Background: an optimization exercise with open tools, aiming at small area, a short achievable clock period and few clock cycles per item. Do not read the settings as production practice.
Function was not checked in any run shown here: the RTL went through the layout flow alone.
Power figures rest on the tool's default switching activity, not on a simulated workload.

==> flow/design.v (outline; a module is shown in full before it is edited, if it fits) <==
// module npu_requant: 764 lines
// module rq_fa: 4 lines
// module rq_ha: 4 lines
// module rq_bsel: 4 lines
// module rq_bseln: 4 lines
module npu_requant #(
  localparam int M_LEN  = 32,
  localparam int S_LEN  = 32,
  localparam int SH_LEN = 5
) (
  input  logic              clk_i,
  input  logic              rstn_i,
  input  logic              clear_i,
  input  logic [M_LEN-1:0]  acc_i,
  input  logic [S_LEN-1:0]  mult_i,
  input  logic [SH_LEN-1:0] shift_i,
  input  logic              valid_i,
  output logic              ready_o,
  output logic [M_LEN-1:0]  data_o,
  output logic              valid_o,
  input  logic              ready_i
);
  // ...
==> flow/run.sh <==
#!/bin/bash
# synth_recipe.tcl (not shown) runs the flow's synth.tcl, then flattens the netlist and writes it again
# the make line also repeats each setting of config.mk as NAME=value (left out here)
make -C /OpenROAD-flow-scripts/flow DESIGN_CONFIG=/design/flow/config.mk WORK_HOME=/design/flow/orfs CLKGATE_MAP_FILE= SYNTH_SCRIPT=/design/flow/synth_recipe.tcl finish
==> flow/config.mk <==
export PLATFORM = sky130hd
export DESIGN_NAME = npu_requant
export DESIGN_NICKNAME = npu_requant
export VERILOG_FILES = /design/flow/design.v
export SDC_FILE = /design/flow/constraint.sdc
export NUM_CORES = 4
export LEC_CHECK = 0
export CAP_MARGIN = 20
export CORE_MARGIN = 2
export CORE_UTILIZATION = 40
export SLEW_MARGIN = 20
export SYNTH_HIERARCHICAL = 1
export SYNTH_MINIMUM_KEEP_SIZE = 0
==> flow/constraint.sdc <==
create_clock -name core_clock -period 10.0 [get_ports {clk_i}]
set_input_delay 2.0000 -clock core_clock [delete_from_list [all_inputs] [get_ports {clk_i}]]
set_output_delay 2.0000 -clock core_clock [all_outputs]
set_load 0.01 [all_outputs]
==> metrics.cfg, run 1 <==
[timing]
setup_viol = 0
rsz0062_at_grt = no

[global_route]
grt_most_used_layer = met2
grt_overflow_total = 0
grt_util_met2 = 0.403
grt_usage = 0.256

[power_and_ir_drop]
powerClk_w = 0.00104
powerSeq_w = 0.00236

[synth]
yosysUniqueCellTypes = 95
synthCells = 2951
yosys.area_share.simple = 0.0612
synth-seq-cells = 205
seq_area_frac_synth = 0.178
synth_compound_area_frac = 0.260
synthAdderAreaFrac = 0.314

[routing]
met2_length_mm = 51.6
postRouteWirelength_mm = 114
drt_iter0_markers = 2206
ant_nets = 0
drtPass1Iterations = 5
top_layer_used = met4
via_per_inst = 6.07

[floorplanning]
die_area_sq_mm = 0.0888
row_count = 107
die_x_um = 298
taps = 1144

[clocking]
clock_latency_ns = 0.63
cts_buffers = 28
ctsResizeCount = 0
cts_hold_buf = 0
clock_path_buffers = 3

[status]
status = no timing/DRC/antenna violations

[place]
port_buffers = 107

[final_layout]
multi_input_area_sq_mm = 0.0281
reg_top3 = b2_q x48, a2_q x47
nClkBuffers = 35
seqCellArea_sq_mm = 0.00614
diodes = 0
final_common_cell = xnor2_1

[min_path]
hold_class = flop to flop

[worst_setup_path]
crit_type = flop to flop

==> run 2: changes to the inputs <==
--- a/flow/config.mk
+++ b/flow/config.mk
@@ -8,6 +8,7 @@
 export CAP_MARGIN = 20
 export CORE_MARGIN = 2
 export CORE_UTILIZATION = 40
+export SETUP_SLACK_MARGIN = 5
 export SLEW_MARGIN = 20
 export SYNTH_HIERARCHICAL = 1
 export SYNTH_MINIMUM_KEEP_SIZE = 0
==> run 2 against run 1 <==
Net effect: still clean on timing, DRC and antenna; total power grew 8.0%; synthesized cell count is the same; combinational power grew 9.7%; non-clock buffer count grew 129; sequential power is essentially flat; clock-buffer cell count shrank 6; largest cell class unchanged; largest power group unchanged; highest routed layer is now met5.
==> metrics.cfg, run 2 <==
[synth]
synthesis.nets = 3614  ; unchanged
yosys-top-cells-area = fa_1 27%, a22oi_2 19%, edfxtp_1 18%  ; unchanged
yosysUniqueCellTypes = 95  ; unchanged
async_reset_ff_frac = 0.0146  ; unchanged
seq_area_frac_synth = 0.178  ; unchanged
synth-seq-cells = 205  ; unchanged
syn-mean-instance-area_sq_um = 11.7  ; unchanged
synthCells = 2951  ; unchanged
synth_flop_cell = edfxtp_1  ; unchanged
ys_top_cells_by_count = 529 x xnor2_1, 512 x a22oi_2, 466 x fa_1  ; unchanged
netlist_area_sq_mm = 0.0346  ; unchanged
synth_top_cell_by_area = fa_1  ; unchanged
synth-warning-count = 9  ; unchanged
synth_edf_count = 202  ; unchanged
synth_top_cell_area_share = 0.270  ; unchanged
yosysMostFrequentCell = xnor2_1  ; unchanged

[clocking]
cts_hold_buf = 0  ; unchanged
cts.htree.levels = 1  ; unchanged
clkSinkCount = 205  ; unchanged
clk_pin_slew_worst_paths_ns = 0.06  ; about the same
cts_buffers = 28  ; unchanged
cts_tree = built  ; unchanged
clock_latency_ns = 0.62  ; was 0.63 ns
clock_path_buffers = 3  ; unchanged
root_buffer = clkbuf_16  ; unchanged

[min_path]
hold_class = flop to flop  ; unchanged
whs_path_depth = 2  ; unchanged

[worst_setup_path]
r2r-start = mult1_q[31]$_DFFE_PP_  ; was mult1_q[13]$_DFFE_PP_
ff2ff_path_depth = 10  ; was 16
path_cells = buf_6, xnor2_1, a21oi_1, ha_1, inv_1, fa_1, fa_1, fa_1, fa_2, fa_2  ; was inv_1, or3_1, o21ai_4, buf_4, a22oi_2, xnor2_1, ha_1, fa_1, fa_1, fa_1, ha_1, a211o_1, or3_1, a2111oi_0, o21a_1, a211oi_1
critPathCapture = b2_q[32]$_DFFE_PP_  ; was cl2_q$_DFFE_PP_
cp.depth = 10  ; was 16
end_kind = flop  ; unchanged
critical_path_arrival_ns = 5.38  ; was 6.43 ns
reg2reg_slack_ns = 4.97  ; was 3.92 ns
crit_start = mult1_q[31]$_DFFE_PP_  ; was mult1_q[13]$_DFFE_PP_
worstSetupStartpointType = flop  ; unchanged
cp_max_fo = 37  ; was 22
cpMostUsedCell = fa_1  ; unchanged
cp_num_buf_inv = 2  ; unchanged
rr_endpoint = b2_q[32]$_DFFE_PP_  ; was cl2_q$_DFFE_PP_
slowest_stage = xnor2_1  ; was edfxtp_1
crit_required_ns = 10.35  ; about the same
crit_type = flop to flop  ; unchanged
slowest_delay_ns = 1.05  ; was 0.92 ns
critPathTopFamily = adder cells  ; unchanged

[floorplanning]
die_x_um = 298  ; unchanged
initial_utilization = 0.405  ; unchanged
core_sq_mm = 0.0854  ; unchanged
die_area_sq_mm = 0.0888  ; unchanged
die_y_um = 298  ; unchanged
ioPinCount = 108  ; unchanged
row_count = 107  ; unchanged

[timing]
skew_ns = 0.0339  ; was 0.0297 ns
setup_viol = 0  ; unchanged
fin_ws_ns = 4.97  ; was 3.92 ns
rsz0062_at_grt = yes  ; was no
fin_crit_sh = 0.503  ; was 0.608
finalHoldViolCount = 0  ; unchanged
max_freq_ghz = 0.199  ; was 0.164 GHz
worst_slew_pin_slew_ns = 1.26  ; was 1.09 ns
fin_tns_setup_ns = 0  ; unchanged
slew_violations = 0  ; unchanged
final.min_clock_period_ns = 5.03  ; was 6.08 ns
slew_headroom = 0.155  ; was 0.273

[routing]
drtPass1Iterations = 7  ; was 5
drt_iter0_markers = 2809  ; was 2,206
vias = 27995  ; was 26.0k
via_per_inst = 6.34  ; was 6.07
drc = 0  ; unchanged
postRouteWirelength_mm = 131  ; was 114 mm
ant_nets = 0  ; unchanged
wl_per_cell_um = 29.7  ; was 26.6 um

[place]
dpl_worst_slack_ns = 4.07  ; was 3.92 ns
place_area_sq_mm = 0.0384  ; was 0.0380 sq mm
port_buffers = 107  ; unchanged
gp_congestion = 0.910  ; was 0.900
dp_hpwl_mm = 83.2  ; was 79.2 mm

[flow_run]
drv_cap = 0  ; unchanged

[final_layout]
regMostFlops = b2_q  ; unchanged
final_common_cell = a22oi_2  ; was xnor2_1
num-fill-cells = 7597  ; was 7,999
syn_to_final_growth_pct = 20.2  ; was 12.6%
final_cell_mix = 512 x a22oi_2, 510 x xnor2_1, 304 x fa_1, 202 x edfxtp_1, 162 x fa_2  ; was 529 x xnor2_1, 512 x a22oi_2, 466 x fa_1, 202 x edfxtp_1, 140 x nand2_1
num-nets-final = 3910  ; was 3,781
final_area_sq_mm = 0.0416  ; was 0.0389 sq mm
reg_top3 = b2_q x48, a2_q x47  ; unchanged
largest_reg_flops = 48  ; unchanged
drive_gt1_frac = 0.328  ; was 0.239

[global_route]
grt_overflow_total = 0  ; unchanged
grt_usage = 0.285  ; was 0.256
grt_pass1_wl_mm = 191  ; was 174 mm
grt_pass1_vias = 28816  ; was 26.9k
antenna_found_initial = 2  ; was 0
grt_max_degree = 71  ; was 69

[power_and_ir_drop]
ir_drop_mv = 0.426  ; was 0.308 mV
power_density_mw_per_mm2 = 464  ; was 458 mW/mm^2
leakagePower_nw = 14.0  ; was 13.0 nW

[status]
status = no timing/DRC/antenna violations  ; unchanged

==> run 2: where the power goes <==
group / internal [W] / total, W / switching (W)
clock: 0.000588 / 0.00104 / 0.000452
sequential: 0.00223 / 0.00238 / 0.000152
combinational: 0.00713 / 0.0158 / 0.00871
==> run 2: cells by family after synthesis <==
| kind of cell | count (synthesis) | synth area share |
|---|---|---|
| xor gates and xnor gates | 568 | 0.144 |
| AOI/OAI and AO/OA | 890 | 0.260 |
| muxes | 54 | 0.0195 |
| and+or+nand+nor | 438 | 0.0612 |
| DFF | 205 | 0.178 |
| buffers and inverters | 207 | 0.0234 |
| adders and majority gates | 589 | 0.314 |
==> run 2: per-stage QoR <==
| stage | total power (W) | hold WS, ns | util | cells |
|---|---|---|---|---|
| 5_1_grt | 0.0209 | 0.578 | 0.486 | 4413 |
| 3_5_place_dp | 0.0177 | 0.515 | 0.450 | 4233 |
| 2_1_floorplan | 0.0127 | 0.464 | - | 2951 |
| 3_3_place_gp | 0.0171 | 0.502 | 0.450 | 4233 |
| 6_report | 0.0193 | 0.531 | 0.487 | 4415 |
| 4_1_cts | 0.0189 | 0.529 | 0.475 | 4343 |
==> run 2: what timing repair did <==
action | 4_1_cts | 5_1_grt
pin swaps | 5 | 20
gates resized for setup | 86 | 46
setup endpoints to repair | 71 | 28
gates cloned | 14 | 13
setup buffers | 44 | 57
==> run 2: per-module statistics from Yosys, one instance, submodules excluded <==
module       flip-flops and latches  times used  cells inside
npu_requant                     205           1          1430
rq_ha                             0          31             1
rq_fa                             0         466             1
rq_bsel                           0         496             2
rq_bseln                          0          16             2
==> run 2: layout make-up <==
cell class	instances	area, sq um	area share
multi-input cells	2539	28700	0.691
flip-flops and latches	205	6140	0.148
repair buffers	337	3830	0.0922
well taps	1144	1430	0.0344
clock buffers	29	726	0.0175
inverters	136	510	0.0123
clock inverters	23	216	0.00521
diodes	2	5.00	0.000120
==> run 2: tightest hold or removal path: cells and delay by family (launching register included) <==
family / cells / cell delay [ns]
muxes: 1 / 0.07
DFF: 1 / 0.34
and+or+nand+nor: 1 / 0.08
==> run 2: how the worst min path moves through the flow <==
| stage | from | to |
|---|---|---|
| finish | v1_q$_DFFE_PN0P_ | v1_q$_DFFE_PN0P_ |
| global route | v1_q$_DFFE_PN0P_ | v1_q$_DFFE_PN0P_ |
| CTS | v1_q$_DFFE_PN0P_ | v1_q$_DFFE_PN0P_ |
| detailed placement | v1_q$_DFFE_PN0P_ | v1_q$_DFFE_PN0P_ |
| global placement | v2_q$_DFFE_PN0P_ | v2_q$_DFFE_PN0P_ |
| floorplan | sh1_q[3]$_DFFE_PP_ | sh2_q[3]$_DFFE_PP_ |
==> run 2: routing by layer <==
layer / vias up / GRT usage / wire, um / share of wire
li1: 11528 / - / - / -
met1: 14478 / 0.378 / 52000 / 0.40
met2: 1608 / 0.451 / 59500 / 0.45
met3: 379 / 0.0534 / 12200 / 0.093
met4: 2 / 0.136 / 7280 / 0.056
met5: - / 0 / 13 / 0.000099

## separate check: timing with driven ports
In the flow no input, the clock included, has a driving cell. The finished layouts below were timed again as built, in two steps. Step 1 sets driving cells, clkbuf_16 on the clock port and buf_2 on the other inputs (assumed; they add their load-dependent delay and slew). Step 2 also shifts input and output timing later by t, the mid clock arrival at the registers, as if the neighbouring blocks saw the same clock. a / b / c = ideal / step 1 / step 2; a / b = the first two.
run | t (ns) | slack for setup (ns) | latest minus earliest clock arrival (ns) | worst register clock-pin slew, ns | worst data-port slew with drivers (ns)
run 1 | 0.679 | 3.919 / 3.919 / 3.919 | 0.030 / 0.030 | 0.06 / 0.06 | 0.06
run 2 | 0.661 | 4.972 / 4.972 / 4.972 | 0.034 / 0.035 | 0.07 / 0.07 | 0.07
After both steps setup and hold are still met in every run listed.
